Context: an optimization exercise on an open-source flow, tuned for small area, a short achievable clock period and few clock cycles per item. The choices shown serve that exercise and are no tape-out recipe.
Function was checked by simulation only, so behaviour that the tests miss may differ from the original.

==> design/flow/flow/run.sh <==
#!/bin/bash
cp standard.sh standard_sh_copy.log
export BUFFER_PORTS_ARGS="-buffer_cell sky130_fd_sc_hd__buf_1"
bash standard.sh > standard.log 2>&1
==> design/flow/standard.sh <==
#!/bin/bash
# synth_recipe.tcl (not shown) runs the flow's synth.tcl, then flattens the netlist and writes it again
# the make line also repeats each setting of config.mk as NAME=value (left out here)
make -C /OpenROAD-flow-scripts/flow DESIGN_CONFIG=/design/flow/config.mk WORK_HOME=/design/flow/orfs CLKGATE_MAP_FILE= SYNTH_SCRIPT=/design/flow/synth_recipe.tcl "${@:-finish}"
==> design/flow/config.mk <==
export PLATFORM = sky130hd
export DESIGN_NAME = mulDivUnit
export DESIGN_NICKNAME = mulDivUnit
export VERILOG_FILES = /design/flow/design.v
export SDC_FILE = /design/flow/constraint.sdc
export NUM_CORES = 4
export LEC_CHECK = 0
export ABC_AREA = 1
export CAP_MARGIN = 20
export CORE_MARGIN = 2
export CORE_UTILIZATION = 40
export SETUP_SLACK_MARGIN = 0.3
export SLEW_MARGIN = 20
==> design/flow/constraint.sdc <==
create_clock -name core_clock -period 5.0 [get_ports {clk}]
set_input_delay 1.0000 -clock core_clock [delete_from_list [all_inputs] [get_ports {clk}]]
set_output_delay 1.0000 -clock core_clock [all_outputs]
set_load 0.01 [all_outputs]
==> design/flow/design.v <==
package mulDivOpPkg;
  typedef enum logic [2:0] {
    opMul    = 3'b000,
    opMulh   = 3'b001,
    opMulhsu = 3'b010,
    opMulhu  = 3'b011,
    opDiv    = 3'b100,
    opDivu   = 3'b101,
    opRem    = 3'b110,
    opRemu   = 3'b111
  } opCodeT;
  function automatic logic isDivOp(input logic [2:0] op);
    isDivOp = op[2];
  endfunction
  function automatic logic lOpSigned(input logic [2:0] op);
    lOpSigned = (op == 3'b001) || (op == 3'b100) || (op == 3'b110);
  endfunction
  function automatic logic rOpSigned(input logic [2:0] op);
    rOpSigned = (op == 3'b001) || (op == 3'b010) || (op == 3'b100) || (op == 3'b110);
  endfunction
  function automatic logic wantsHigh(input logic [2:0] op);
    wantsHigh = (op == 3'b001) || (op == 3'b010) || (op == 3'b011);
  endfunction
  function automatic logic wantsRemainder(input logic [2:0] op);
    wantsRemainder = (op == 3'b110) || (op == 3'b111);
  endfunction
endpackage
package mulDivCtrlPkg;
  typedef enum logic [1:0] {
    stIdle,
    stBusy,
    stOffer,
    stRelease
  } stageStateT;
  typedef enum logic [1:0] {
    kIdle,
    kRun,
    kDone
  } kernelStateT;
endpackage
`timescale 1ns/1ps
module mulDivUnit
#(
  parameter int dataWidth = 32
) (
  input  logic                 clk,
  input  logic                 rstN,
  input  logic                 inReq,
  output logic                 inAck,
  input  logic [2:0]           opCode,
  input  logic [dataWidth-1:0] lOp,
  input  logic [dataWidth-1:0] rOp,
  output logic                 outReq,
  input  logic                 outAck,
  output logic [dataWidth-1:0] result,
  output logic                 divByZero,
  output logic                 divOverflow
);
  localparam int W = 37;
  logic sMul, sPrep, sAl, sIt, sFin;
  logic oAckQ;
  logic [2:0] op;
  logic [33:0] A;       
  logic [W-1:0] H;      
  logic [31:0] L;       
  logic off;            
  logic [5:0] cnt;      
  logic [5:0] clzA, clzH;  
  logic [5:0] itc;      
  logic zf;             
  logic negRes;
  logic dzR;
  logic ovR;
  logic b0one, b0two, b0neg, b1one, b1two, b1neg;
  logic isIdle;
  assign isIdle = !(sMul || sPrep || sAl || sIt || sFin);
  logic lastMul, lastIt, finishing, outFree, loadPorts, capture;
  assign lastMul = sMul && zf;
  assign lastIt = sIt && zf && !op[1] && !negRes;
  assign finishing = lastMul || lastIt || sFin;
  assign outFree = !outReq && !oAckQ;
  assign loadPorts = isIdle || (finishing && outFree);
  assign capture = loadPorts && inReq && !inAck;
  logic negD;
  assign negD = A[33];
  logic [W-1:0] aExt, a2Ext;
  assign aExt = {{(W-34){A[33]}}, A};
  assign a2Ext = {aExt[W-2:0], 1'b0};
  logic [W-1:0] in0, in1, in2, pp1;
  assign in1 = ((b0one ? aExt : '0) | (b0two ? a2Ext : '0)) ^ {W{b0neg}};
  assign pp1 = ((b1one ? aExt : '0) | (b1two ? a2Ext : '0)) ^ {W{b1neg}};
  assign in2 = {pp1[W-3:0], b1neg, b1neg};
  logic inv0;
  assign inv0 = sFin && negRes;
  assign in0 = ((sFin && !op[1]) ? {{(W-32){1'b0}}, L} : H) ^ {W{inv0}};
  logic c0, cin;
  assign c0 = b0neg;
  assign cin = b1neg || (sIt && off) || (inv0 && !(op[1] && off));
  logic [W-1:0] csaS, csaC, sum;
  assign csaS = in0 ^ in1 ^ in2;
  assign csaC = {(in0[W-2:0] & in1[W-2:0]) | (in0[W-2:0] & in2[W-2:0]) | (in1[W-2:0] & in2[W-2:0]), c0};
  logic [W:0] sumX;
  assign sumX = {csaS, 1'b1} + {csaC, cin};
  assign sum = sumX[W:1];
  logic q;
  assign q = !sum[W-1];
  function automatic logic [2:0] booth(input logic [2:0] b);
    booth[2] = b[1] ^ b[0];
    booth[1] = (b[2] & ~b[1] & ~b[0]) | (~b[2] & b[1] & b[0]);
    booth[0] = b[2];
  endfunction
  function automatic logic [5:0] clz32(input logic [31:0] v);
    clz32 = 6'd32;
    for (int i = 0; i < 32; i++) begin
      if (v[i]) clz32 = 6'(31 - i);
    end
  endfunction
  logic [6:0] sh;
  assign sh = {1'b0, clzA} + {6'd0, off} - {1'b0, clzH};
  logic dzV, ovV;
  assign dzV = (A[31:0] == 32'd0);
  assign ovV = off && (H[31:0] == 32'h7fffffff) && (A[31:0] == 32'hffffffff);
  logic divOpP, negNP, negDP;
  assign divOpP = opCode[2];
  assign negNP = ((opCode == 3'd4) || (opCode == 3'd6)) && rOp[31];
  assign negDP = ((opCode == 3'd4) || (opCode == 3'd6)) && lOp[31];
  logic [31:0] res;
  always_comb begin
    if (sIt) res = {L[30:0], q};
    else if (sFin || (op == 3'd3)) res = sum[31:0];
    else if (op == 3'd0) res = {sum[3:0], L[31:4]};
    else res = sum[35:4];
  end
  logic cntBig, cntLast;
  assign cntBig = (cnt[5:2] != 4'd0);
  assign cntLast = cntBig ? (cnt == 6'd4) : (cnt == 6'd1);
  always_ff @(posedge clk) begin
    if (!rstN) begin
      sMul <= 1'b0;
      sPrep <= 1'b0;
      sAl <= 1'b0;
      sIt <= 1'b0;
      sFin <= 1'b0;
      inAck <= 1'b0;
      outReq <= 1'b0;
      oAckQ <= 1'b0;
    end else begin
      oAckQ <= outAck;
      if (capture) begin
        inAck <= 1'b1;
      end else if (!inReq) begin
        inAck <= 1'b0;
      end
      if (finishing && outFree) begin
        outReq <= 1'b1;
      end else if (outAck) begin
        outReq <= 1'b0;
      end
      if (loadPorts) begin
        sMul <= capture && !divOpP;
        sPrep <= capture && divOpP;
        sAl <= 1'b0;
        sIt <= 1'b0;
        sFin <= 1'b0;
      end else if (sPrep) begin
        sPrep <= 1'b0;
        sFin <= dzV || sh[6];
        sIt <= !dzV && (sh == 7'd0);
        sAl <= !dzV && !sh[6] && (sh != 7'd0);
      end else if (sAl) begin
        if (cntLast) begin
          sAl <= 1'b0;
          sIt <= 1'b1;
        end
      end else if (sIt && !lastIt) begin
        if (zf) begin
          sIt <= 1'b0;
          sFin <= 1'b1;
        end
      end
    end
  end
  always_ff @(posedge clk) begin
    if (finishing && outFree) begin
      result <= res;
      divByZero <= dzR;
      divOverflow <= ovR;
    end
    if (loadPorts) begin
      op <= opCode;
      A <= {{2{mulDivOpPkg::lOpSigned(opCode) && lOp[31]}}, lOp};
      L <= rOp;
      H <= !divOpP ? '0 : {{(W-32){1'b0}}, negNP ? ~rOp : rOp};
      off <= divOpP && negNP;
      itc <= (opCode == 3'd3) ? 6'd8 : 6'd7;
      zf <= 1'b0;
      clzA <= clz32(negDP ? ~lOp : lOp);
      clzH <= clz32(negNP ? ~rOp : rOp);
      dzR <= 1'b0;
      ovR <= 1'b0;
      {b0one, b0two, b0neg} <= booth({rOp[1:0], 1'b0});
      {b1one, b1two, b1neg} <= booth(rOp[3:1]);
    end else if (sMul) begin
      if (!zf) begin
        H <= {{4{sum[W-1]}}, sum[W-1:4]};
        L <= {sum[3:0], L[31:4]};
        itc <= itc - 6'd1;
        zf <= (itc == 6'd1);
        if ((itc == 6'd1) && (op == 3'd3)) begin
          {b0one, b0two, b0neg} <= booth({2'b00, L[3]});
          {b1one, b1two, b1neg} <= 3'b000;
        end else begin
          {b0one, b0two, b0neg} <= booth(L[5:3]);
          {b1one, b1two, b1neg} <= booth(L[7:5]);
        end
      end
    end else if (sPrep) begin
      L <= dzV ? 32'hffffffff : 32'd0;
      cnt <= sh[5:0];
      itc <= sh[5:0];
      zf <= (sh == 7'd0);
      negRes <= op[1] ? off : ((off ^ negD) && !dzV);
      dzR <= dzV;
      ovR <= ovV;
      {b0one, b0two, b0neg} <= {!dzV && (sh == 7'd0), 1'b0, !negD};
      {b1one, b1two, b1neg} <= 3'b000;
    end else if (sAl) begin
      if (cntBig) begin
        A <= {A[29:0], 4'd0};
        cnt <= cnt - 6'd4;
      end else begin
        A <= {A[32:0], 1'b0};
        cnt <= cnt - 6'd1;
      end
      b0one <= cntLast;
    end else if (sIt && !lastIt) begin
      H <= sum;
      off <= 1'b0;
      L <= {L[30:0], q};
      itc <= itc - 6'd1;
      zf <= (itc == 6'd1);
      if (zf) begin
        b0one <= op[1] && !q;
        b0neg <= negD ^ negRes;
      end else begin
        A <= {A[33], A[33:1]};
        b0neg <= q ^ negD;
      end
    end
  end
endmodule
==> impl_metrics.csv, run 1 <==
group,metric,value,unit
sta,min_period,4.555,ns
logic_synthesis,yosysWarnings,1,
setup_path,r2r_setup_slack,0.45,ns
finish,fill_cells,3985,
setup_path,rr_startpoint,"b1one",
finish,multi_input_area,0.009497,mm²
finish,register_area,0.005386,mm²
global_route,grt-ovfl-total,0,
logic_synthesis,synth_seq_area_share,0.3339,
global_route,grt_usage,0.2825,
min_path,min_path_cells,0,
logic_synthesis,synth_top_area_frac,0.3203,
logic_synthesis,synth_enable_flop_cells,172,
logic_synthesis,ys_seq_elements,183,
die,start_util,0.4059,
route,ant_nets,0,
run,max_cap_viol_count,0,
min_path,hold_path_class,"register to register",
sta,hold_ws,0.4493,ns
sta,worstMarginPinSlew,1.047,ns
setup_path,crit_path_frequent_cell,"nand2_1",
finish,insertedDiodeCount,0,
clocking,cts_tree,"yes",
die,fp.coreArea,0.03973,mm²
setup_path,worstPathArrival,4.78,ns
sta,hold_viol,0,
setup_path,worst-path-stages,23,
route,via_per_inst,5.851,
die,die_width,204.8,µm
die,num_io_pins,107,
setup_path,crit_family,"compound AO/OA/AOI/OAI gates",
clocking,hold_buffers,0,
clocking,cts_made_buffers,17,
logic_synthesis,postSynth.asyncResetShare,0,
setup_path,crit_path_end_kind,"register",
die,dieArea,0.04194,mm²
setup_path,worstPathRequired,5.23,ns
global_route,grt_pass1_wl,89070,µm
route,dr.pass1.iters,6,
finish,finalNonFillerCells,2664,
finish,syn_to_final_growth,12.75,%
logic_synthesis,postSynthAreaPerCell,7.921,µm²
sta,fin_crit_sh,0.9110,
setup_path,cp_slowest_stage_delay,0.45,ns
route,drtIter0Drc,2035,
logic_synthesis,syn_area,0.01613,mm²
route,wire_per_inst,22.41,µm
placed_design,hpwl,45540,µm
clocking,insertion_delay,0.48,ns
die,die_y,204.8,µm
sta,finalMaxSlewViolations,0,
logic_synthesis,synthCells,2036,
logic_synthesis,synth_area_leaders,"edfxtp_1 (32%), xor2_1 (10%), nand2_1 (8.4%)",
sta,relSlewSlack,0.2976,
placed_design,numPortBuffers,106,
sta,fin_skew,0.01380,ns
global_route,antenna_found_initial,1,
clocking,cts_sinks,183,
setup_path,path_buf_inv,3,
route,via_count,15590,
global_route,grt_max_degree,65,
clocking,clock_path_buffers,2,
global_route,grt_pass1_vias,14750,
logic_synthesis,yosys.area.top_type,"edfxtp_1",
clocking,cts_max_level,4,
setup_path,startpoint,"b1one",
setup_path,r2r_end,"result[31]",
finish,fin_nets,2290,
route,wirelength,59710,µm
setup_path,path_cells,"clkinvlp_4 > buf_12 > o22ai_1 > xor2_1 > fa_1 > inv_1 > ha_1 > a21oi_1 > nor2_1 > a211oi_1 > nor3_1 > a211oi_1 > nand2_2 > nand3_1 > nand2_2 > a31oi_2 > o21ai_2 > xor2_2 > nand2_1 > o211ai_1 > o21ai_1 > nand2_1 > nand2_1",
die,rows,73,
setup_path,endpoint,"result[31]",
setup_path,cp_max_fo,16,
placed_design,place_congestion,0.9682,
sta,rsz0062_at_grt,"true",
clocking,clkTransAtPathRegs,0.08,ns
clocking,cts_root_buf,"clkbuf_16",
setup_path,cp-start-kind,"register",
setup_path,critPathKind,"register to register",
sta,setup_violations,0,
run_status,status,"timing/DRC/antenna clean",
logic_synthesis,synth_ff_type,"edfxtp_1",
placed_design,place_inst,2620,
sta,fmax,0.2195,GHz
logic_synthesis,synth_cell_type_count,56,
finish,drive_gt1_frac,0.08135,
logic_synthesis,synth_nets,2200,
setup_path,rr_worst_depth,23,
sta,tns,0,ns
route,drcViolationCount,0,
setup_path,slowest_stage,"fa_1",
-- cells in the mapped netlist (3+ instances only) --
library cell / instances
nand3_2: 5
ha_1: 55
a221oi_1: 4
and2_1: 4
nor4_1: 24
o21ai_0: 143
dfxtp_1: 11
a211oi_1: 4
inv_2: 9
o21ai_1: 10
a31oi_1: 38
o31ai_1: 6
o211ai_1: 24
inv_1: 263
nor2_1: 158
buf_1: 19
o221ai_1: 27
nand3_1: 35
buf_6: 3
mux2i_1: 7
edfxtp_1: 172
buf_2: 8
o21a_1: 4
a22oi_1: 52
nor3_1: 17
xor2_2: 3
o22ai_1: 74
a21oi_1: 117
xnor2_1: 19
nand2_2: 16
fa_1: 38
xor2_1: 191
or2_2: 4
clkbuf_1: 67
nand4_1: 16
nand2_1: 362
a311oi_1: 3
-- worst min path at each step --
stage | startpoint | to | slack (ns)
detailed placement | ovR | divOverflow | 0.43
global placement | dzR | divByZero | 0.42
floorplan | dzR | divByZero | 0.41
CTS | ovR | divOverflow | 0.45
global route | ovR | divOverflow | 0.46
finish | ovR | divOverflow | 0.45
-- registers in the layout, summed over array words and instances (netlist names), 3 cells and up --
name,cells
H,37
A,34
L,32
result,32
clzA,6
clzH,6
cnt,6
itc,6
op,3
-- per-layer routing --
metal | vias up | track usage | wire [µm]
met3 | 102 | 0.04963 | 5687
met2 | 844 | 0.4187 | 25740
met4 | 2 | 0.09161 | 1744
met5 | - | 0 | 13
met1 | 7493 | 0.4142 | 26520
li1 | 7146 | - | -
-- cell families (layout without fill, tap and decap cells) --
group           Yosys count  count (layout)  share of synthesized area
mux                       7               7                   0.004345
simple gates            647             647                     0.1684
compound gates          522             522                     0.1971
xor+xnor                214             214                     0.1181
buf+inv                 370             473                    0.08829
fa+ha+maj                93              93                    0.08984
flops                   183             183                     0.3339
-- cells in the final DEF, fill, tap and decap left out, drive strengths merged, types with 3 or more instances in the layout --
cell / n
a211oi: 4
a21oi: 119
a221oi: 4
a22oi: 52
a311oi: 3
a31oi: 38
and2: 4
buf: 164
clkbuf: 23
clkinv: 3
dfxtp: 11
edfxtp: 172
fa: 38
ha: 55
inv: 280
mux2i: 7
nand2: 380
nand3: 40
nand4: 16
nor2: 159
nor3: 17
nor4: 24
o211ai: 24
o21a: 4
o21ai: 154
o221ai: 27
o22ai: 74
o31ai: 6
or2: 5
xnor2: 20
xor2: 194
-- timing repair --
| item | in CTS | in global routing |
|---|---|---|
| gates resized for setup | 0 | 34 |
| endpoints found under the hold margin | 0 | 0 |
| buffers inserted | 0 | 8 |
| setup endpoints to repair | 0 | 33 |
-- through the flow --
step	util	setup WS, ns	instance area, µm²
final	0.4576	0.4452	18180
after global routing	0.4576	0.2016	18180
after CTS	0.4502	0.3802	17890
after detailed placement	0.4350	0.4122	17280
after global placement	0.4350	0.4356	17280
after floorplan	-	0.5049	16140
-- final cells by class --
cell class,instances,share of cell area
tap,525,0.03613
sequential,183,0.2962
clock inverter,12,0.006881
timing repair buffer,167,0.05498
timing repair inverter,1,0.0002753
inverter,273,0.05684
clock buffer,20,0.02636
multi-input combinational,1483,0.5223
Testbench counts, summed over its fixed seeds: cycles 17,171, items 2,048.
==> inputs of run 2 (changes only) <==
--- a/design/flow/design.v
+++ b/design/flow/design.v
@@ -73,10 +73,13 @@
   logic ovR;
   logic b0one, b0two, b0neg, b1one, b1two, b1neg;
+  logic dzV, ovV;
+  logic [6:0] sh;
   logic isIdle;
   assign isIdle = !(sMul || sPrep || sAl || sIt || sFin);
-  logic lastMul, lastIt, finishing, outFree, loadPorts, capture;
+  logic lastMul, lastIt, prepFin, finishing, outFree, loadPorts, capture;
   assign lastMul = sMul && zf;
   assign lastIt = sIt && zf && !op[1] && !negRes;
-  assign finishing = lastMul || lastIt || sFin;
+  assign prepFin = 1'b0;
+  assign finishing = lastMul || lastIt || sFin || prepFin;
   assign outFree = !outReq && !oAckQ;
   assign loadPorts = isIdle || (finishing && outFree);
@@ -116,7 +119,7 @@
     end
   endfunction
-  logic [6:0] sh;
-  assign sh = {1'b0, clzA} + {6'd0, off} - {1'b0, clzH};
-  logic dzV, ovV;
+  assign sh = {1'b0, clzA} - {1'b0, clzH} + {6'd0, off};
+  logic [3:0] amt0;
+  assign amt0 = (sh[6:3] != 4'd0) ? 4'd8 : (sh[2] ? 4'd4 : 4'd1);
   assign dzV = (A[31:0] == 32'd0);
   assign ovV = off && (H[31:0] == 32'h7fffffff) && (A[31:0] == 32'hffffffff);
@@ -132,7 +135,8 @@
     else res = sum[35:4];
   end
-  logic cntBig, cntLast;
-  assign cntBig = (cnt[5:2] != 4'd0);
-  assign cntLast = cntBig ? (cnt == 6'd4) : (cnt == 6'd1);
+  logic [3:0] amt;
+  logic cntLast;
+  assign amt = (cnt[5:3] != 3'd0) ? 4'd8 : (cnt[2] ? 4'd4 : 4'd1);
+  assign cntLast = (cnt == {2'b00, amt});
   always_ff @(posedge clk) begin
     if (!rstN) begin
@@ -163,9 +167,9 @@
         sIt <= 1'b0;
         sFin <= 1'b0;
-      end else if (sPrep) begin
+      end else if (sPrep && !prepFin) begin
         sPrep <= 1'b0;
         sFin <= dzV || sh[6];
-        sIt <= !dzV && (sh == 7'd0);
-        sAl <= !dzV && !sh[6] && (sh != 7'd0);
+        sIt <= !dzV && !sh[6] && ((sh == 7'd0) || (sh == {3'b000, amt0}));
+        sAl <= !dzV && !sh[6] && (sh != 7'd0) && (sh != {3'b000, amt0});
       end else if (sAl) begin
         if (cntLast) begin
@@ -215,7 +219,11 @@
         end
       end
-    end else if (sPrep) begin
+    end else if (sPrep && !prepFin) begin
       L <= dzV ? 32'hffffffff : 32'd0;
-      cnt <= sh[5:0];
+      if (dzV || sh[6]) begin
+      end else if (sh[6:3] != 4'd0) A <= {A[25:0], 8'd0};
+      else if (sh[2]) A <= {A[29:0], 4'd0};
+      else if (sh[1:0] != 2'd0) A <= {A[32:0], 1'b0};
+      cnt <= sh[5:0] - {2'b00, amt0};
       itc <= sh[5:0];
       zf <= (sh == 7'd0);
@@ -223,14 +231,11 @@
       dzR <= dzV;
       ovR <= ovV;
-      {b0one, b0two, b0neg} <= {!dzV && (sh == 7'd0), 1'b0, !negD};
+      {b0one, b0two, b0neg} <= {!dzV && !sh[6] && ((sh == 7'd0) || (sh == {3'b000, amt0})), 1'b0, !negD};
       {b1one, b1two, b1neg} <= 3'b000;
     end else if (sAl) begin
-      if (cntBig) begin
-        A <= {A[29:0], 4'd0};
-        cnt <= cnt - 6'd4;
-      end else begin
-        A <= {A[32:0], 1'b0};
-        cnt <= cnt - 6'd1;
-      end
+      if (cnt[5:3] != 3'd0) A <= {A[25:0], 8'd0};
+      else if (cnt[2]) A <= {A[29:0], 4'd0};
+      else A <= {A[32:0], 1'b0};
+      cnt <= cnt - {2'b00, amt};
       b0one <= cntLast;
     end else if (sIt && !lastIt) begin
==> design/flow/run.sh (new file) <==
#!/bin/bash
# synth_recipe.tcl (not shown) runs the flow's synth.tcl, then flattens the netlist and writes it again
# the make line also repeats each setting of config.mk as NAME=value (left out here)
make -C /OpenROAD-flow-scripts/flow DESIGN_CONFIG=/design/flow/config.mk WORK_HOME=/design/flow/orfs CLKGATE_MAP_FILE= SYNTH_SCRIPT=/design/flow/synth_recipe.tcl finish
removed: design/flow/flow/run.sh
removed: design/flow/standard.sh
==> run 2 against run 1 <==
Compared with the run above: clock skew is 0.0060 ns higher; sequential share of layout area decreased by 2.9 points; synthesized area grew 6.9%; die area increased by 6.8%; hold slack got worse by 0.0053 ns; via count is 11% higher; utilization up 1.3 points; final area up 11%; synthesized cell count rose by 11%.
==> impl_metrics.csv, run 2 <==
group,metric,value,unit
sta,setup_ws,0.4389,ns
setup_path,worstPathRequired,5.23,ns
route,dr.pass1.iters,5,
logic_synthesis,synth_top_area_frac,0.2996,
clocking,cts_sinks,183,
finish,fin_util,0.4709,
setup_path,rr_worst_depth,25,
clocking,cts_root_buf,"clkbuf_16",
die,die_width,211.6,µm
logic_synthesis,yosysMostFrequentCell,"nand2_1",
sta,setup_violations,0,
die,rows,76,
logic_synthesis,synth_enable_flop_cells,172,
logic_synthesis,ys_seq_elements,183,
logic_synthesis,yosysWarnings,1,
clocking,clkTransAtPathRegs,0.08,ns
logic_synthesis,postSynth.asyncResetShare,0,
run_status,status,"timing/DRC/antenna clean",
logic_synthesis,synth_nets,2434,
sta,fmax,0.2192,GHz
setup_path,critPathKind,"register to register",
run,max_cap_viol_count,0,
finish,final_common_cell,"nand2_1",
global_route,grt_use_met3,0.04732,
min_path,hold_path_class,"register to register",
sta,relSlewSlack,0.4237,
sta,rsz0062_at_grt,"true",
sta,fin_crit_sh,0.9122,
sta,hold_ws,0.4440,ns
logic_synthesis,synthCells,2269,
finish,fin_nets,2529,
finish,insertedDiodeCount,0,
clocking,clock_path_buffers,2,
logic_synthesis,synth_seq_area_share,0.3123,
clocking,cts_tree,"yes",
sta,hold_viol,0,
global_route,use_met1,0.3865,
clocking,insertion_delay,0.48,ns
global_route,antenna_found_initial,1,
die,num_io_pins,107,
global_route,grt_pass1_vias,16610,
finish,drive_gt1_frac,0.08456,
global_route,grt_pass1_wl,99350,µm
sta,worstMarginPinSlew,0.8537,ns
setup_path,worstPathArrival,4.79,ns
route,via_per_inst,5.901,
sta,min_period,4.561,ns
die,fp.coreArea,0.04279,mm²
placed_design,place_congestion,0.9965,
logic_synthesis,synth_common_cells,"nand2_1 (388), inv_1 (265), nor2_1 (222)",
global_route,grt_max_degree,63,
route,drtIter0Drc,1879,
logic_synthesis,synth_area_leaders,"edfxtp_1 (30%), xor2_1 (9.3%), nand2_1 (8.4%)",
global_route,grt-ovfl-total,0,
global_route,grt_usage,0.2925,
global_route,grt_use_met2,0.4799,
setup_path,cp_max_fo,5,
route,drcViolationCount,0,
finish,final_cell_mix,"nand2_1 (386), inv_1 (261), nor2_1 (215), xor2_1 (179), edfxtp_1 (172)",
clocking,cts_made_buffers,17,
setup_path,crit_path_end_kind,"register",
route,wirelength,65330,µm
route,ant_nets,0,
sta,tns,0,ns
finish,syn_to_final_growth,16.87,%
placed_design,hpwl,49610,µm
logic_synthesis,synth_cell_type_count,55,
clocking,cts_max_level,4,
logic_synthesis,synth_ff_type,"edfxtp_1",
setup_path,cp-start-kind,"register",
finish,regMostFlops,"H",
die,start_util,0.4029,
global_route,gr-max-usage-layer,"met2",
logic_synthesis,syn_area,0.01724,mm²
placed_design,numPortBuffers,106,
logic_synthesis,yosys.area.top_type,"edfxtp_1",
route,via_count,17250,
die,dieArea,0.04478,mm²
finish,largest_register_ffs,37,
route,wire_per_inst,22.35,µm
sta,finalMaxSlewViolations,0,
die,die_y,211.6,µm
finish,reg.largest.list,"H: 37 flops, A: 34 flops",
min_path,min_path_cells,0,
sta,fin_skew,0.01980,ns
placed_design,post-place-ws,0.05271,ns
logic_synthesis,postSynthAreaPerCell,7.599,µm²
[run 2: cell count changes after synthesis, sizes merged, moves of 6 or more]
cell and delta:
a21oi +59, a221oi +6, a22oi -31, a31oi +33, clkbuf +27, clkinv +8
mux2i +20, nand2 +15, nand4 +7, nor2 +63, o211ai +37, xor2 -9
[run 2: metrics by stage]
stage / area, µm² / instances
6_report: 20150 / 2923
5_1_grt: 20150 / 2923
4_1_cts: 19940 / 2916
3_5_place_dp: 19280 / 2883
3_3_place_gp: 19280 / 2883
2_1_floorplan: 17260 / 2269
[run 2: critical path: stages, from the launching register on]
cell	delay, ns
edfxtp_1	0.50
clkinvlp_4	0.23
o22ai_2	0.24
xor2_2	0.10
fa_1	0.51
inv_1	0.04
ha_1	0.33
nand2_1	0.07
nor2_1	0.12
nor2_2	0.08
o21ai_2	0.18
a21boi_2	0.11
o21ai_2	0.18
a21boi_2	0.10
o21ai_2	0.15
buf_4	0.15
nand3_1	0.06
nand2_1	0.11
inv_1	0.06
o21ai_2	0.18
a31oi_2	0.15
o21ai_2	0.20
xor2_2	0.23
nand2_1	0.08
nand2_1	0.08
a21oi_1	0.07
[run 2: cells by family (layout without fill, tap and decap cells)]
group,Yosys count,after routing,share of synthesized area
compound gates,621,621,0.2171
xor+xnor,206,206,0.1055
fa+ha+maj,94,94,0.08476
buf+inv,406,513,0.08999
flops,183,183,0.3123
mux,27,27,0.01567
simple gates,732,733,0.1746
[run 2: path summary, 6_finish.rpt]
path                            start         end  slack [ns]
worst max register to register  b0one  result[31]        0.44
worst max-delay path            b0one  result[31]        0.44
worst min register to register    dzR   divByZero        0.44
worst min-delay path              dzR   divByZero        0.44
[run 2: cell type report]
class | count | area, µm²
Fill cell | 4295 | 22640
Multi-Input combinational cell | 1681 | 10510
Sequential cell | 183 | 5386
Timing Repair Buffer | 202 | 1889
Inverter | 278 | 1062
Tap cell | 546 | 683.2
Clock buffer | 17 | 425.4
Clock inverter | 15 | 191.4
Timing Repair inverter | 1 | 7.507
[run 2: per-layer routing]
layer,vias to the layer above,wire length (µm)
met2,905,30530
met1,8215,27000
met3,128,5381
met4,0,2418
li1,8001,-
met5,-,0
[run 2: timing repair]
action / in CTS / in global routing
pin swaps: 0 / 9
buffers inserted: 0 / 5
resized for setup: 3 / 46
hold buffers: 0 / 0
cloned: 1 / 2
setup endpoints to repair: 7 / 29
Testbench counts of run 2, summed over its fixed seeds: cycles 16,382, items 2,048.
==> inputs of run 3 (changes only) <==
--- a/design/flow/design.v
+++ b/design/flow/design.v
@@ -80,5 +80,5 @@
   assign lastMul = sMul && zf;
   assign lastIt = sIt && zf && !op[1] && !negRes;
-  assign prepFin = 1'b0;
+  assign prepFin = sPrep && (dzV || sh[6]);
   assign finishing = lastMul || lastIt || sFin || prepFin;
   assign outFree = !outReq && !oAckQ;
@@ -114,12 +114,35 @@
   endfunction
   function automatic logic [5:0] clz32(input logic [31:0] v);
-    clz32 = 6'd32;
-    for (int i = 0; i < 32; i++) begin
-      if (v[i]) clz32 = 6'(31 - i);
-    end
+    logic [15:0] v2;
+    logic [15:0] c2;
+    logic [7:0] v4;
+    logic [15:0] c4;
+    logic [3:0] v8;
+    logic [11:0] c8;
+    logic [1:0] v16;
+    logic [7:0] c16;
+    for (int i = 0; i < 16; i++) begin
+      v2[i] = v[2*i+1] | v[2*i];
+      c2[i] = !v[2*i+1];
+    end
+    for (int i = 0; i < 8; i++) begin
+      v4[i] = v2[2*i+1] | v2[2*i];
+      c4[2*i+:2] = v2[2*i+1] ? {1'b0, c2[2*i+1]} : {1'b1, c2[2*i]};
+    end
+    for (int i = 0; i < 4; i++) begin
+      v8[i] = v4[2*i+1] | v4[2*i];
+      c8[3*i+:3] = v4[2*i+1] ? {1'b0, c4[4*i+2+:2]} : {1'b1, c4[4*i+:2]};
+    end
+    for (int i = 0; i < 2; i++) begin
+      v16[i] = v8[2*i+1] | v8[2*i];
+      c16[4*i+:4] = v8[2*i+1] ? {1'b0, c8[6*i+3+:3]} : {1'b1, c8[6*i+:3]};
+    end
+    if (v16[1]) clz32 = {2'b00, c16[7:4]};
+    else if (v16[0]) clz32 = {2'b01, c16[3:0]};
+    else clz32 = 6'd32;
   endfunction
   assign sh = {1'b0, clzA} - {1'b0, clzH} + {6'd0, off};
   logic [3:0] amt0;
-  assign amt0 = (sh[6:3] != 4'd0) ? 4'd8 : (sh[2] ? 4'd4 : 4'd1);
+  assign amt0 = (sh >= 7'd8) ? 4'd8 : ((sh >= 7'd4) ? 4'd4 : 4'd1);
   assign dzV = (A[31:0] == 32'd0);
   assign ovV = off && (H[31:0] == 32'h7fffffff) && (A[31:0] == 32'hffffffff);
@@ -130,5 +153,6 @@
   logic [31:0] res;
   always_comb begin
-    if (sIt) res = {L[30:0], q};
+    if (sPrep) res = op[1] ? L : {32{dzV}};
+    else if (sIt) res = {L[30:0], q};
     else if (sFin || (op == 3'd3)) res = sum[31:0];
     else if (op == 3'd0) res = {sum[3:0], L[31:4]};
@@ -137,5 +161,5 @@
   logic [3:0] amt;
   logic cntLast;
-  assign amt = (cnt[5:3] != 3'd0) ? 4'd8 : (cnt[2] ? 4'd4 : 4'd1);
+  assign amt = (cnt >= 6'd8) ? 4'd8 : ((cnt >= 6'd4) ? 4'd4 : 4'd1);
   assign cntLast = (cnt == {2'b00, amt});
   always_ff @(posedge clk) begin
@@ -169,7 +193,6 @@
       end else if (sPrep && !prepFin) begin
         sPrep <= 1'b0;
-        sFin <= dzV || sh[6];
-        sIt <= !dzV && !sh[6] && ((sh == 7'd0) || (sh == {3'b000, amt0}));
-        sAl <= !dzV && !sh[6] && (sh != 7'd0) && (sh != {3'b000, amt0});
+        sIt <= (sh == 7'd0) || (sh == {3'b000, amt0});
+        sAl <= (sh != 7'd0) && (sh != {3'b000, amt0});
       end else if (sAl) begin
         if (cntLast) begin
@@ -188,6 +211,6 @@
     if (finishing && outFree) begin
       result <= res;
-      divByZero <= dzR;
-      divOverflow <= ovR;
+      divByZero <= sPrep ? dzV : dzR;
+      divOverflow <= sPrep ? ovV : ovR;
     end
     if (loadPorts) begin
@@ -220,21 +243,18 @@
       end
     end else if (sPrep && !prepFin) begin
-      L <= dzV ? 32'hffffffff : 32'd0;
-      if (dzV || sh[6]) begin
-      end else if (sh[6:3] != 4'd0) A <= {A[25:0], 8'd0};
-      else if (sh[2]) A <= {A[29:0], 4'd0};
-      else if (sh[1:0] != 2'd0) A <= {A[32:0], 1'b0};
+      L <= 32'd0;
+      if (sh != 7'd0) begin
+        A <= A << amt0;
+      end
       cnt <= sh[5:0] - {2'b00, amt0};
       itc <= sh[5:0];
       zf <= (sh == 7'd0);
-      negRes <= op[1] ? off : ((off ^ negD) && !dzV);
+      negRes <= op[1] ? off : (off ^ negD);
       dzR <= dzV;
       ovR <= ovV;
-      {b0one, b0two, b0neg} <= {!dzV && !sh[6] && ((sh == 7'd0) || (sh == {3'b000, amt0})), 1'b0, !negD};
+      {b0one, b0two, b0neg} <= {(sh == 7'd0) || (sh == {3'b000, amt0}), 1'b0, !negD};
       {b1one, b1two, b1neg} <= 3'b000;
     end else if (sAl) begin
-      if (cnt[5:3] != 3'd0) A <= {A[25:0], 8'd0};
-      else if (cnt[2]) A <= {A[29:0], 4'd0};
-      else A <= {A[32:0], 1'b0};
+      A <= A << amt;
       cnt <= cnt - {2'b00, amt};
       b0one <= cntLast;
--- a/design/flow/config.mk
+++ b/design/flow/config.mk
@@ -10,4 +10,3 @@
 export CORE_MARGIN = 2
 export CORE_UTILIZATION = 40
-export SETUP_SLACK_MARGIN = 0.3
 export SLEW_MARGIN = 20
==> run 3 against run 2 <==
Compared with the run above: still clean; cell count increased by 19%; register-to-register slack got worse by 0.27 ns; flip-flop and latch count unchanged; final area increased by 6.9%; critical path depth decreased by 5; utilization decreased by 0.81 points; synthesized cell count increased by 22%; hold slack improved by 0.0065 ns; via count increased by 18%; die area increased by 9.4%; largest cell class unchanged.
==> impl_metrics.csv, run 3 <==
group,metric,value,unit
run_status,status,"timing/DRC/antenna clean",
sta,hold_viol,0,
placed_design,post-place-ws,0.2433,ns
finish,final_cell_mix,"nand2_1 (791), inv_1 (323), o21ai_0 (244), nor2_1 (189), a21oi_1 (177)",
min_path,worstHoldStart,"dzR",
logic_synthesis,syn_area,0.01889,mm²
min_path,hold_path_class,"register to register",
sta,worstMarginPinSlew,1.027,ns
clocking,clock_path_buffers,2,
logic_synthesis,yosysMostFrequentCell,"nand2_1",
route,wire_per_inst,23.40,µm
die,die_y,221.3,µm
logic_synthesis,synth_nets,2936,
sta,fmax,0.2069,GHz
global_route,grt_max_degree,56,
setup_path,rr_startpoint,"op[1]",
placed_design,numPortBuffers,106,
sta,setup_ws,0.1656,ns
finish,syn_to_final_growth,14.08,%
sta,finalMaxSlewViolations,0,
setup_path,rr_worst_depth,20,
sta,fin_skew,0.02643,ns
logic_synthesis,yosysWarnings,1,
clocking,cts_tree,"yes",
die,die_width,221.3,µm
setup_path,cp_slowest_stage_delay,0.46,ns
clocking,cts_setup_buffers,0,
clocking,insertion_delay,0.49,ns
setup_path,crit_path_frequent_cell,"o21ai_0",
global_route,grt_pass1_wl,121900,µm
sta,fin_crit_sh,0.9669,
die,num_io_pins,107,
logic_synthesis,synth_ff_type,"edfxtp_1",
setup_path,r2r_setup_slack,0.17,ns
setup_path,worstPathRequired,5.19,ns
sta,rsz0062_at_grt,"false",
logic_synthesis,ys_seq_elements,183,
finish,insertedDiodeCount,0,
die,fp.coreArea,0.04656,mm²
logic_synthesis,synth_top_area_frac,0.2735,
clocking,cts_root_buf,"clkbuf_16",
finish,reg.largest.list,"H: 37 flops, A: 34 flops",
setup_path,cp_max_fo,55,
logic_synthesis,synth_common_cells,"nand2_1 (792), inv_1 (323), o21ai_0 (244)",
sta,tns,0,ns
route,dr.pass1.iters,6,
logic_synthesis,synth_cell_type_count,61,
finish,largest_register_ffs,37,
global_route,grt-ovfl-total,0,
sta,relSlewSlack,0.3125,
route,via_count,20290,
clocking,cts_max_level,4,
setup_path,crit_path_end_kind,"register",
setup_path,cp-start-kind,"register",
global_route,antenna_found_initial,4,
logic_synthesis,synth_seq_area_share,0.2851,
placed_design,hpwl,64310,µm
die,start_util,0.4057,
die,dieArea,0.04897,mm²
setup_path,critPathKind,"register to register",
route,drtIter0Drc,2809,
sta,setup_violations,0,
finish,final_common_cell,"nand2_1",
global_route,grt_usage,0.3287,
route,drcViolationCount,0,
placed_design,place_congestion,1.061,
global_route,grt_pass1_vias,19210,
logic_synthesis,postSynthAreaPerCell,6.821,µm²
route,ant_nets,0,
sta,min_period,4.834,ns
clocking,clkTransAtPathRegs,0.08,ns
setup_path,r2r_end,"result[15]",
logic_synthesis,synthCells,2769,
logic_synthesis,synth_enable_flop_cells,172,
logic_synthesis,postSynth.asyncResetShare,0,
route,wirelength,81630,µm
setup_path,startpoint,"op[1]",
finish,regMostFlops,"H",
clocking,cts_sinks,183,
route,via_per_inst,5.814,
die,rows,79,
clocking,hold_buffers,0,
setup_path,slowest_stage,"fa_1",
logic_synthesis,synth_area_leaders,"edfxtp_1 (27%), nand2_1 (16%), xor2_1 (7.7%)",
min_path,min_path_cells,2,
setup_path,worstPathArrival,5.02,ns
clocking,cts_made_buffers,17,
run,max_cap_viol_count,0,
logic_synthesis,yosys.area.top_type,"edfxtp_1",
finish,drive_gt1_frac,0.06697,
min_path,min_to,"dzR",
setup_path,path_cells,"inv_1 > nand2_2 > buf_12 > buf_4 > o21ai_0 > buf_4 > xor2_1 > fa_1 > inv_1 > ha_1 > a21oi_1 > o21ai_0 > a21oi_1 > nand3_1 > xor2_1 > buf_4 > o21ai_0 > o211ai_1 > nand2_1 > o21ai_0",
finish,fin_nets,3036,
[run 3: cell count changes in the layout (fill, tap and decap cells not counted), moves of 16 or more]
cell | previous run | this run
mux2i_1 | 25 | 2
o22ai_1 | 70 | 91
inv_1 | 261 | 323
o211ai_1 | 61 | 20
nand3_1 | 40 | 143
o21ai_0 | 138 | 244
buf_4 | 87 | 103
nand2_1 | 386 | 791
a31oi_1 | 69 | 5
nor2_1 | 215 | 189
[run 3: cell type report]
type | count | area (µm²)
clock buffer | 19 | 442.9
clock inverter | 13 | 156.4
fill | 4789 | 25010
inverter | 346 | 1301
multi-input combinational | 2110 | 11630
sequential | 183 | 5385
tap | 607 | 759.5
timing repair buffer | 211 | 1874
[run 3: through the flow]
step | hold WS, ns | instance area (µm²) | instances | utilization
4_1_cts | 0.4516 | 21540 | 3489 | 0.4626
6_report | 0.4505 | 21550 | 3489 | 0.4628
3_3_place_gp | 0.4355 | 20940 | 3457 | 0.4498
5_1_grt | 0.4745 | 21550 | 3489 | 0.4628
3_5_place_dp | 0.4405 | 20940 | 3457 | 0.4498
2_1_floorplan | 0.4247 | 18890 | 2769 | -
[run 3: logic make-up (layout without fill, tap and decap cells)]
family                     after synthesis  count (layout)  share of synthesized area
adders and majority gates               96              96                    0.07870
and+or+nand+nor                       1234            1234                     0.2735
muxes                                    3               3                   0.001656
DFF                                    183             183                     0.2851
buffers and inverters                  476             589                     0.1012
xor gates and xnor gates               178             178                    0.08254
AOI/OAI and AO/OA                      599             599                     0.1773
[run 3: what timing repair did]
item | in CTS | in global routing
gates resized for setup | 0 | 1
endpoints found under the setup margin | 0 | 4
endpoints found under the hold margin | 0 | 0
[run 3: how the worst max path moves through the flow]
stage                  to  slack, ns  depth (start not counted)
6_report       result[15]       0.17                         20
5_1_grt        result[29]       0.01                         22
4_1_cts        result[17]       0.22                         19
3_5_place_dp   result[17]       0.24                         19
3_3_place_gp   result[17]       0.18                         19
2_1_floorplan        H[0]       0.35                         15
[run 3: critical path, delay by kind of cell (launching register included)]
kind	cells	cell delay (ns)
adder cells (fa/ha/maj)	2	0.73
flip-flops	1	0.40
buffers and inverters	6	0.95
XOR/XNOR	2	0.46
AO/OA/AOI/OAI	7	1.49
AND/OR/NAND/NOR	3	0.46
[run 3: layer usage]
metal | share of wire | track usage | vias up
met1 | 0.43 | 0.4669 | 9482
met4 | 0.043 | 0.1351 | 4
met5 | 0.00032 | 0 | -
met2 | 0.41 | 0.4733 | 1220
met3 | 0.12 | 0.08246 | 181
li1 | - | - | 9398
Testbench counts of run 3, summed over its fixed seeds: cycles 16,381, items 2,048.
==> inputs of run 4 (changes only) <==
--- a/design/flow/config.mk
+++ b/design/flow/config.mk
@@ -10,3 +10,4 @@
 export CORE_MARGIN = 2
 export CORE_UTILIZATION = 40
+export SETUP_SLACK_MARGIN = 0.3
 export SLEW_MARGIN = 20
==> run 4 against run 3 <==
Compared with the run above: final area increased by 0.63%; utilization increased by 0.29 points; global-route usage about the same; die area unchanged; critical path type unchanged; critical endpoint unchanged; largest cell class unchanged.
==> impl_metrics.csv, run 4 <==
group,metric,value,unit
setup_path,path_cells,"inv_1 > nand2_2 > buf_12 > buf_4 > nand2_1 > o21ai_0 > buf_4 > xor2_2 > fa_1 > inv_1 > ha_1 > nand2_1 > nor2_1 > inv_1 > nor2_1 > nand4_1 > nand3_2 > xor2_1 > buf_4 > o21ai_0 > o211ai_1 > nand2_1 > o21ai_0",
sta,min_period,4.540,ns
finish,insertedDiodeCount,0,
placed_design,numPortBuffers,106,
route,ant_nets,0,
logic_synthesis,synth_common_cells,"nand2_1 (792), inv_1 (323), o21ai_0 (244)",
setup_path,crit_path_end_kind,"register",
route,via_per_inst,5.801,
setup_path,worstPathArrival,4.72,ns
route,drcViolationCount,0,
finish,fin_area,0.02168,mm²
die,rows,79,
logic_synthesis,synth_top_area_frac,0.2735,
logic_synthesis,synthAdderAreaFrac,0.07870,
global_route,grt_pass1_wl,121900,µm
setup_path,path_buf_inv,7,
clocking,cts_sinks,183,
die,start_util,0.4057,
placed_design,place_congestion,1.061,
route,via_count,20240,
finish,regMostFlops,"H",
clocking,cts_made_buffers,17,
sta,rsz0062_at_grt,"true",
die,fp.coreArea,0.04656,mm²
logic_synthesis,synth_top_family_by_area,"simple AND/OR/NAND/NOR gates",
die,dieArea,0.04897,mm²
finish,multi_input_area,0.01172,mm²
die,num_io_pins,107,
logic_synthesis,muxShareOfSynthArea,0.001656,
finish,final_common_cell,"nand2_1",
run_status,status,"timing/DRC/antenna clean",
die,die_y,221.3,µm
route,drtIter0Drc,2832,
setup_path,critPathKind,"register to register",
logic_synthesis,synth_nets,2936,
global_route,grt_max_degree,56,
logic_synthesis,yosysWarnings,1,
logic_synthesis,ys_seq_elements,183,
logic_synthesis,yosys.area.top_type,"edfxtp_1",
route,wirelength,81680,µm
sta,relSlewSlack,0.3190,
clocking,clkTransAtPathRegs,0.08,ns
sta,worstMarginPinSlew,1.018,ns
placed_design,place_inst,3457,
setup_path,cp_max_fo,55,
global_route,grt-ovfl-total,0,
finish,largest_register_ffs,37,
sta,fin_skew,0.03231,ns
finish,fin_nets,3037,
min_path,hold_path_class,"register to register",
logic_synthesis,synthCells,2769,
global_route,grt_pass1_vias,19210,
logic_synthesis,synth-simple-area-share,0.2735,
logic_synthesis,syn_area,0.01889,mm²
logic_synthesis,synth_cell_type_count,61,
finish,final_cell_mix,"nand2_1 (784), inv_1 (321), o21ai_0 (240), nor2_1 (187), a21oi_1 (175)",
run,max_cap_viol_count,0,
clocking,cts_tree,"yes",
die,die_width,221.3,µm
logic_synthesis,synth_area_leaders,"edfxtp_1 (27%), nand2_1 (16%), xor2_1 (7.7%)",
global_route,grt_usage,0.3287,
finish,finalNonFillerCells,3490,
setup_path,slowest_stage,"fa_1",
global_route,antenna_found_initial,4,
logic_synthesis,synth_xor_area_frac,0.08254,
sta,fin_crit_sh,0.9079,
clocking,cts_max_level,4,
setup_path,cp-start-kind,"register",
setup_path,crit_family,"simple AND/OR/NAND/NOR gates",
sta,setup_violations,0,
finish,fill_cells,4781,
clocking,hold_buffers,0,
clocking,clock_path_buffers,2,
finish,syn_to_final_growth,14.79,%
logic_synthesis,synth_ff_type,"edfxtp_1",
finish,reg.largest.list,"H: 37 flops, A: 34 flops",
clocking,cts_root_buf,"clkbuf_16",
sta,hold_viol,0,
logic_synthesis,postSynthAreaPerCell,6.821,µm²
sta,finalMaxSlewViolations,0,
clocking,insertion_delay,0.49,ns
logic_synthesis,postSynth.asyncResetShare,0,
setup_path,worstPathRequired,5.18,ns
route,wire_per_inst,23.40,µm
route,dr.pass1.iters,9,
setup_path,cp_slowest_stage_delay,0.49,ns
logic_synthesis,synth_compound_area_frac,0.1773,
sta,fmax,0.2203,GHz
finish,drive_gt1_frac,0.07562,
sta,tns,0,ns
logic_synthesis,synth_seq_area_share,0.2851,
logic_synthesis,synth_enable_flop_cells,172,
placed_design,hpwl,64310,µm
logic_synthesis,yosysMostFrequentCell,"nand2_1",
finish,register_area,0.005385,mm²
placed_design,dpl_cell_area,0.02094,mm²
## run 4: cell families after synthesis
family          Yosys count
buf+inv                 476
mux                       3
simple gates           1234
compound gates          599
flops                   183
xor+xnor                178
fa+ha+maj                96
## run 4: cell type report
class | instances | area share
Sequential cell | 183 | 0.2484
Tap cell | 607 | 0.03503
Clock buffer | 19 | 0.02043
Clock inverter | 13 | 0.007214
Timing Repair Buffer | 212 | 0.08772
Multi-Input combinational cell | 2110 | 0.5405
Inverter | 346 | 0.06071
## run 4: what timing repair did
action,in CTS,in global routing
setup buffers,0,1
resized for setup,1,31
setup endpoints to repair,1,37
gates cloned,0,0
## run 4: per-layer routing
layer,global-route usage,share of wire,wire (µm)
met5,0,0.00032,26
met4,0.1353,0.044,3567
met3,0.08033,0.11,9271
met2,0.4726,0.41,33620
met1,0.4686,0.43,35200
## run 4: path summary, 6_finish.rpt
path / to / start / slack (ns) / cells after the start
min: dzR / dzR / 0.45 / 2
min reg2reg: dzR / dzR / 0.45 / 2
max: result[15] / op[1] / 0.46 / 23
max reg2reg: result[15] / op[1] / 0.46 / 23
## run 4: worst min-delay path, stage by stage (launching register included)
cell and delay [ns]:
dfxtp_1 0.31, nand2_1 0.06, nor2_1 0.04
## run 4: metrics by stage
| step | hold WS (ns) | setup slack, ns | util |
|---|---|---|---|
| floorplan | 0.4247 | 0.3484 | - |
| global placement | 0.4355 | 0.1767 | 0.4498 |
| detailed placement | 0.4405 | 0.2433 | 0.4498 |
| CTS | 0.4516 | 0.3074 | 0.4628 |
| global route | 0.4745 | 0.2692 | 0.4657 |
| finish | 0.4496 | 0.4603 | 0.4657 |

==> port drivers added, routing unchanged <==
In the flow no input, the clock included, has a driving cell. The finished layouts below were timed again as built, in two steps. Step 1: set_driving_cell puts a clkbuf_16 on clk and a buf_2 on each other input, an assumption about the parent block. Step 2 moves the port delays by t, midway between the first and last clock arrival at a register: inputs arrive t later, outputs are due t later. That takes back most of the time a late clock gives input paths. Slacks: ideal / step 1 / step 2; pairs: ideal / step 1.
run	shift t [ns]	setup slack, ns	worst slew at a driven data input, ns
run 1	0.525	0.445 / 0.445 / 0.445	0.06
run 2	0.527	0.439 / 0.439 / 0.256	0.05
run 3	0.527	0.166 / 0.166 / 0.166	0.05
run 4	0.525	0.460 / 0.460 / 0.460	0.05
After both steps setup and hold are still met in every run listed. The setup slack of run 2, which loses most, moves by 0.000 ns with the drivers and by -0.183 ns with both steps.
